Background: an optimization exercise with open tools, aiming at small area, a short achievable clock period and few clock cycles per item. Do not read the settings as production practice.
In this exercise RTL edits were held to simulation tests only and were not proved equivalent to the original.
Power and IR drop assume default switching activity.

===== design/flow/design.v =====
`default_nettype none
package mie_pkg;
   localparam int unsigned STATUS_WIDTH = 1;
   localparam logic [STATUS_WIDTH-1:0] STATUS_OK   = 1'b0;
   localparam logic [STATUS_WIDTH-1:0] STATUS_NONE = 1'b1;
endpackage
`default_nettype wire
`default_nettype none
module modular_inverse_euclid_core #(
   parameter int unsigned DATA_WIDTH = 63
) (
   input  wire logic                               clock,
   input  wire logic                               reset,
   input  wire logic                               req_valid,
   output logic                                    req_ready,
   input  wire logic [DATA_WIDTH-1:0]              req_value,
   input  wire logic [DATA_WIDTH-1:0]              req_modulus,
   output logic                                    rsp_valid,
   input  wire logic                               rsp_ready,
   output logic [DATA_WIDTH-1:0]                   rsp_inverse,
   output logic [mie_pkg::STATUS_WIDTH-1:0]        rsp_status
);
   localparam int unsigned CW = $clog2(DATA_WIDTH);
   typedef enum logic [6:0] {
      ST_IDLE  = 7'b0000001,
      ST_ALIGN = 7'b0000010,
      ST_SUB   = 7'b0000100,
      ST_SWAP  = 7'b0001000,
      ST_FIX   = 7'b0010000,
      ST_NEG   = 7'b0100000,
      ST_DONE  = 7'b1000000
   } state_type;
   state_type             state_ff, state_in;
   logic [DATA_WIDTH-1:0] rp_ff, rp_in, rc_ff, rc_in;
   logic [DATA_WIDTH-1:0] cp_ff, cp_in, cc_ff, cc_in;
   logic [DATA_WIDTH-1:0] d_ff, d_in, e_ff, e_in;
   logic [DATA_WIDTH-1:0] m_ff, m_in;
   logic [CW-1:0]         cnt_ff, cnt_in;
   logic                  neg_ff, neg_in;
   logic                  fail_ff, fail_in;
   logic                  ov_ff, ov_in;
   logic [DATA_WIDTH-1:0] inv_ff, inv_in;
   logic [mie_pkg::STATUS_WIDTH-1:0] st_ff, st_in;
   logic [DATA_WIDTH-1:0] d_dbl;
   logic                  out_free;
   assign d_dbl    = {d_ff[DATA_WIDTH-2:0], 1'b0};
   assign out_free = !ov_ff || rsp_ready;
   assign req_ready   = (state_ff == ST_IDLE);
   assign rsp_valid   = ov_ff;
   assign rsp_inverse = inv_ff;
   assign rsp_status  = st_ff;
   always_comb begin
      state_in = state_ff;
      rp_in = rp_ff; rc_in = rc_ff; cp_in = cp_ff; cc_in = cc_ff;
      d_in = d_ff; e_in = e_ff; m_in = m_ff; cnt_in = cnt_ff;
      neg_in = neg_ff; fail_in = fail_ff;
      ov_in = ov_ff; inv_in = inv_ff; st_in = st_ff;
      if (ov_ff && rsp_ready) begin
         ov_in = 1'b0;
      end
      unique case (state_ff)
         ST_IDLE: begin
            if (req_valid) begin
               rp_in  = req_value;
               rc_in  = req_modulus;
               m_in   = req_modulus;
               d_in   = req_modulus;
               cp_in  = {{(DATA_WIDTH-1){1'b0}}, 1'b1};
               cc_in  = '0;
               e_in   = '0;
               cnt_in = '0;
               neg_in = 1'b0;
               state_in = (req_modulus == '0) ? ST_FIX : ST_ALIGN;
            end
         end
         ST_ALIGN: begin
            if (!d_ff[DATA_WIDTH-1] && (d_dbl <= rp_ff)) begin
               d_in   = d_dbl;
               e_in   = {e_ff[DATA_WIDTH-2:0], 1'b0};
               cnt_in = cnt_ff + 1'b1;
            end else begin
               state_in = ST_SUB;
            end
         end
         ST_SUB: begin
            if (d_ff <= rp_ff) begin
               rp_in = rp_ff - d_ff;
               cp_in = cp_ff + e_ff;
            end
            d_in = d_ff >> 1;
            e_in = e_ff >> 1;
            if (cnt_ff == '0) begin
               state_in = ST_SWAP;
            end else begin
               cnt_in = cnt_ff - 1'b1;
            end
         end
         ST_SWAP: begin
            rp_in  = rc_ff;
            rc_in  = rp_ff;
            cp_in  = cc_ff;
            cc_in  = cp_ff;
            d_in   = rp_ff;
            e_in   = cp_ff;
            cnt_in = '0;
            neg_in = !neg_ff;
            state_in = (rp_ff == '0) ? ST_FIX : ST_ALIGN;
         end
         ST_FIX: begin
            fail_in = (m_ff == '0) || (rp_ff != {{(DATA_WIDTH-1){1'b0}}, 1'b1});
            if (cp_ff >= m_ff) begin
               cp_in = cp_ff - m_ff;
            end
            state_in = ST_NEG;
         end
         ST_NEG: begin
            if (neg_ff && (cp_ff != '0)) begin
               cp_in = m_ff - cp_ff;
            end
            state_in = ST_DONE;
         end
         ST_DONE: begin
            if (out_free) begin
               ov_in    = 1'b1;
               inv_in   = fail_ff ? '0 : cp_ff;
               st_in    = fail_ff ? mie_pkg::STATUS_NONE : mie_pkg::STATUS_OK;
               state_in = ST_IDLE;
            end
         end
         default: state_in = ST_IDLE;
      endcase
   end
   always_ff @(posedge clock) begin
      if (reset) begin
         state_ff <= ST_IDLE;
         ov_ff    <= 1'b0;
      end else begin
         state_ff <= state_in;
         ov_ff    <= ov_in;
      end
      rp_ff <= rp_in; rc_ff <= rc_in; cp_ff <= cp_in; cc_ff <= cc_in;
      d_ff <= d_in; e_ff <= e_in; m_ff <= m_in; cnt_ff <= cnt_in;
      neg_ff <= neg_in; fail_ff <= fail_in;
      inv_ff <= inv_in; st_ff <= st_in;
   end
endmodule
`default_nettype wire

===== design/flow/run.sh =====
#!/bin/bash
# synth_recipe.tcl (not shown) runs the flow's synth.tcl, then flattens the netlist and writes it again
# the make line also repeats each setting of config.mk as NAME=value (left out here)
make -C /OpenROAD-flow-scripts/flow DESIGN_CONFIG=/design/flow/config.mk WORK_HOME=/design/flow/orfs CLKGATE_MAP_FILE= SYNTH_SCRIPT=/design/flow/synth_recipe.tcl finish

===== design/flow/config.mk =====
export PLATFORM = sky130hd
export DESIGN_NAME = modular_inverse_euclid_core
export DESIGN_NICKNAME = modular_inverse_euclid_core
export VERILOG_FILES = /design/flow/design.v
export SDC_FILE = /design/flow/constraint.sdc
export NUM_CORES = 4
export LEC_CHECK = 0
export CAP_MARGIN = 20
export CORE_MARGIN = 2
export CORE_UTILIZATION = 30
export SLEW_MARGIN = 20

===== design/flow/constraint.sdc =====
create_clock -name core_clock -period 6.0 [get_ports {clock}]
set_input_delay 1.2000 -clock core_clock [delete_from_list [all_inputs] [get_ports {clock}]]
set_output_delay 1.2000 -clock core_clock [all_outputs]
set_load 0.01 [all_outputs]

==> impl_results.html <==
<table>
<tr><th>Metric</th><th>Value</th></tr>
<tr><th colspan="2">Synth</th></tr>
<tr><td>Main flop type after synthesis</td><td>edfxtp_1</td></tr>
<tr><td>Yosys warnings</td><td>1</td></tr>
<tr><td>Register bit total from synthesis</td><td>521</td></tr>
<tr><td>Post-synth ARST share</td><td>0</td></tr>
<tr><td>Number of enable-type register cells in the synthesized netlist</td><td>around 510</td></tr>
<tr><td>Top cells by area in the synthesized netlist</td><td>edfxtp_1 40%, ha_1 10%, o21ai_0 4.8%, a21oi_1 4.5%, inv_1 3.7%</td></tr>
<tr><td>Gate count of the mapped netlist</td><td>approximately 4,200</td></tr>
<tr><td>Synthesized net count</td><td>~4,600</td></tr>
<tr><td>Share of the yosys chip area belonging to registers</td><td>0.406</td></tr>
<tr><td>Mean instance size in the synthesized netlist</td><td>~9.2 µm²</td></tr>
<tr><td>Most area-hungry cell type in the Yosys netlist</td><td>edfxtp_1</td></tr>
<tr><td>Share of the synthesized area in the top cell type</td><td>0.402</td></tr>
<tr><td>Post-synthesis cell type count</td><td>92</td></tr>
<tr><td>Cell area after synthesis</td><td>roughly 38,000 µm²</td></tr>
<tr><th colspan="2">STA</th></tr>
<tr><td>Maximum clock skew at final layout</td><td>0.0438 ns</td></tr>
<tr><td>Period utilization</td><td>0.877</td></tr>
<tr><td>Final count of hold timing violations</td><td>0</td></tr>
<tr><td>Number of pins exceeding their max-slew limit in the final report</td><td>0</td></tr>
<tr><td>Final critical delay including setup and external delays</td><td>approximately 5.3 ns</td></tr>
<tr><td>Worst-margin pin slew</td><td>about 1.1 ns</td></tr>
<tr><td>Achievable Freq</td><td>190 MHz</td></tr>
<tr><td>Remaining max-slew budget at the tightest pin</td><td>0.249</td></tr>
<tr><td>Setup repair after global routing missed its margin</td><td>false</td></tr>
<tr><td>Worst hold slack after final layout</td><td>0.547 ns</td></tr>
<tr><td>Final setup TNS</td><td>0 ns</td></tr>
<tr><td>Number of setup violations in the final report</td><td>0</td></tr>
<tr><th colspan="2">GRT</th></tr>
<tr><td>Pin count of the biggest net entering global routing</td><td>99</td></tr>
<tr><td>Global-route usage over all layers</td><td>0.227</td></tr>
<tr><td>Total congestion overflow</td><td>0</td></tr>
<tr><td>Global-route wire length before repair</td><td>about 230 mm</td></tr>
<tr><td>Antenna violations before repair</td><td>7</td></tr>
<tr><td>Vias in the first global route</td><td>approximately 34,000</td></tr>
<tr><th colspan="2">Setup path</th></tr>
<tr><td>Max incr delay on CP</td><td>~0.58 ns</td></tr>
<tr><td>Cells traversed along the worst timing path</td><td>inv_1 -&gt; ha_1 -&gt; nand4_1 -&gt; or2_2 -&gt; or3_1 -&gt; nor2_1 -&gt; o41ai_1 -&gt; a21oi_1 -&gt; a31oi_1 -&gt; o311ai_0 -&gt; and4b_2 -&gt; buf_4</td></tr>
<tr><td>Signal arrival time at the worst endpoint</td><td>around 5.5 ns</td></tr>
<tr><td>Crit Path Category</td><td>reg2reg</td></tr>
<tr><td>Required time of the critical path</td><td>between 6 and 7 ns</td></tr>
<tr><td>Critical path peak fanout</td><td>40</td></tr>
<tr><td>Startpoint type of the worst setup path</td><td>flip-flop</td></tr>
<tr><td>Slowest cell on the critical path</td><td>edfxtp_1</td></tr>
<tr><td>Worst Setup End Kind</td><td>flip-flop</td></tr>
<tr><th colspan="2">Drt</th></tr>
<tr><td>DR vias</td><td>~35,000</td></tr>
<tr><td>Vias per std cell</td><td>5.92</td></tr>
<tr><td>1st-iter DRT viols</td><td>approximately 4,400</td></tr>
<tr><td>Wire per inst</td><td>between 20 and 30 µm</td></tr>
<tr><td>Total routed wirelength</td><td>154 mm</td></tr>
<tr><td># DRC</td><td>0</td></tr>
<tr><td>Count of nets left with antenna violations after detail routing</td><td>0</td></tr>
<tr><td>Drt pass-1 iters</td><td>10</td></tr>
<tr><th colspan="2">Floorplanning</th></tr>
<tr><td>Core region area</td><td>about 130,000 µm²</td></tr>
<tr><td>I/O pin count</td><td>approximately 200</td></tr>
<tr><td>Initial core utilization</td><td>0.301</td></tr>
<tr><td>Number of rows in the core area</td><td>131</td></tr>
<tr><td>DIE HEIGHT</td><td>361 µm</td></tr>
<tr><td>Horizontal extent of the die</td><td>361 µm</td></tr>
<tr><td>Die area</td><td>roughly 130,000 µm²</td></tr>
<tr><th colspan="2">Layout</th></tr>
<tr><td>Ratio of cells with drive above 1 in the final layout</td><td>0.0475</td></tr>
<tr><td>Number of filler cells placed in the layout</td><td>13,104</td></tr>
<tr><td>Area added between synthesis and finish</td><td>15.7%</td></tr>
<tr><td>Leading cell type in the layout, fill and taps excluded</td><td>edfxtp_1</td></tr>
<tr><td>Leading cell types in the layout, fill and taps excluded</td><td>513 x edfxtp_1, 375 x inv_1, 364 x o21ai_0</td></tr>
<tr><td>Area used by multi-input combinational logic</td><td>roughly 21,000 µm²</td></tr>
<tr><td>Nets</td><td>4,693</td></tr>
<tr><td>Fin util</td><td>0.349</td></tr>
<tr><td>Sequential cell area in the final layout</td><td>15,600 µm²</td></tr>
<tr><th colspan="2">Status</th></tr>
<tr><td>Run status</td><td>timing/DRC/antenna clean</td></tr>
<tr><th colspan="2">Power</th></tr>
<tr><td>Power density over the cells</td><td>roughly 520 nW/µm²</td></tr>
<tr><td>Worst VDD drop</td><td>roughly 0.28 mV</td></tr>
<tr><td>Leak pwr</td><td>roughly 18 nW</td></tr>
<tr><th colspan="2">Clock network</th></tr>
<tr><td>Quantity of hold-fixing buffers added after cts</td><td>0</td></tr>
<tr><td>Clock transition at the register clock pins on the worst setup and hold paths after CTS</td><td>about 0.06 ns</td></tr>
<tr><td>Clk buf depth</td><td>3</td></tr>
<tr><td>Number of post-CTS setup repair buffers</td><td>0</td></tr>
<tr><td>CTS tree</td><td>yes</td></tr>
<tr><td>Sink count of the clock tree</td><td>between 500 and 600</td></tr>
<tr><td>Number of H-tree levels</td><td>3</td></tr>
<tr><td>Number of buffers created by CTS</td><td>between 60 and 70</td></tr>
<tr><td>Post-CTS Resized</td><td>0</td></tr>
<tr><td>Root buf cell</td><td>clkbuf_16</td></tr>
<tr><td>Insertion delay to the later sink of the worst-skew pair</td><td>slightly below 0.7 ns</td></tr>
<tr><th colspan="2">Place</th></tr>
<tr><td>Global placement routability congestion</td><td>0.974</td></tr>
<tr><td>Count of buffers from port buffering</td><td>195</td></tr>
<tr><td>Placed wire-length estimate after detailed placement</td><td>around 110 mm</td></tr>
<tr><th colspan="2">Worst hold path</th></tr>
<tr><td>Hold Path Class</td><td>reg2reg</td></tr>
<tr><th colspan="2">Flow run</th></tr>
<tr><td>Max-cap violation count</td><td>0</td></tr>
</table>
-- critical path, delay by kind of cell, from the launching register on --
family,cells,cell delay (ns)
and+or+nand+nor,5,1.69
DFF,1,0.58
buffers and inverters,2,0.73
AOI/OAI and AO/OA,4,1.23
adders and majority gates,1,0.55
-- kinds of logic after synthesis --
kind of cell	synth area share
muxes	0.00183
AOI/OAI and AO/OA	0.263
adders and majority gates	0.106
xor gates and xnor gates	0.0315
buffers and inverters	0.0596
DFF	0.406
and+or+nand+nor	0.132
-- sequential cells by signal, indices dropped and copies added, names as in the netlist --
register / count
inv_ff: 63
d_ff: 63
m_ff: 63
st_ff: 1
cp_ff: 63
ov_ff: 1
cc_ff: 63
neg_ff: 1
cnt_ff: 6
rp_ff: 63
rc_ff: 63
e_ff: 63
state_ff: 7
fail_ff: 1
-- stage by stage --
step / instance area [µm²] / power, mW / setup slack (ns) / cells
after detailed placement: 41900 / 18.3 / 0.865 / 5834
after global routing: 44400 / 24.5 / 0.530 / 5956
after floorplan: 38300 / 14.4 / 0.0758 / 4159
after global placement: 41900 / 18.4 / 0.843 / 5834
after CTS: 44300 / 22.9 / 0.813 / 5955
final: 44400 / 23.2 / 0.736 / 5957
-- power by group --
part | switching [mW] | internal [mW]
combinational | 8.12 | 4.29
clock | 1.85 | 2.66
sequential | 0.977 | 5.28
-- final cells by class --
class,instances,share of cell area
antenna,1,0.0000564
clock buffer,76,0.0386
clock inverter,45,0.0160
inverter,377,0.0320
multi-input combinational,3038,0.463
sequential,521,0.351
tap,1662,0.0469
timing repair buffer,237,0.0524
-- path summary, 6_finish.rpt --
check / startpoint / endpoint / slack [ns] / depth (start not counted)
setup reg to reg: cp_ff[38] / cp_ff[32] / 0.74 / 12
hold reg to reg: rc_ff[0] / rp_ff[0] / 0.55 / 1
hold / removal: rc_ff[0] / rp_ff[0] / 0.55 / 1
setup / recovery: cp_ff[38] / cp_ff[32] / 0.74 / 12
-- synthesized netlist by cell type, drive strengths merged, types with 40 or more instances --
library cell / n
xor2: 64
nor3: 47
a21oi: 347
nand3: 60
edfxtp: 513
ha: 316
a21o: 186
o21ai: 373
o21bai: 54
nor4: 80
nor2: 345
inv: 376
nand2: 263
clkbuf: 183
a22oi: 93
buf: 40
a221oi: 86
a222oi: 71
nand4: 97
xnor2: 74
-- metal layers --
metal,part of all wire,track usage
met1,0.43,0.317
met2,0.44,0.357
met3,0.090,0.0421
met4,0.032,0.0674
met5,0,0
Testbench counts, summed over its fixed seeds: cycles 495,671, items 2,400.

-- re-timing with driven ports --
Ports are ideal in the flow. The routed layout listed here was re-timed in OpenROAD.
Step 1: set_driving_cell puts a clkbuf_16 on clock and a buf_2 on each other input, an assumption about the parent block.
Step 2 adds t to the input delays and takes it off the output delays; t is the mean of the earliest and latest rising clock arrival at the registers after step 1. Input paths then give back, and output paths get back, about the clock's delay inside the block.
a / b / c = ideal / step 1 / step 2; a / b = the first two.
t (ns): 0.740
slack for setup (ns): 0.736 / 0.736 / 0.736
worst slew at a driven data input, ns: 0.07
After both steps this run still meets setup and hold. The setup slack of this run moves by 0.000 ns with the drivers and by 0.000 ns with both steps.
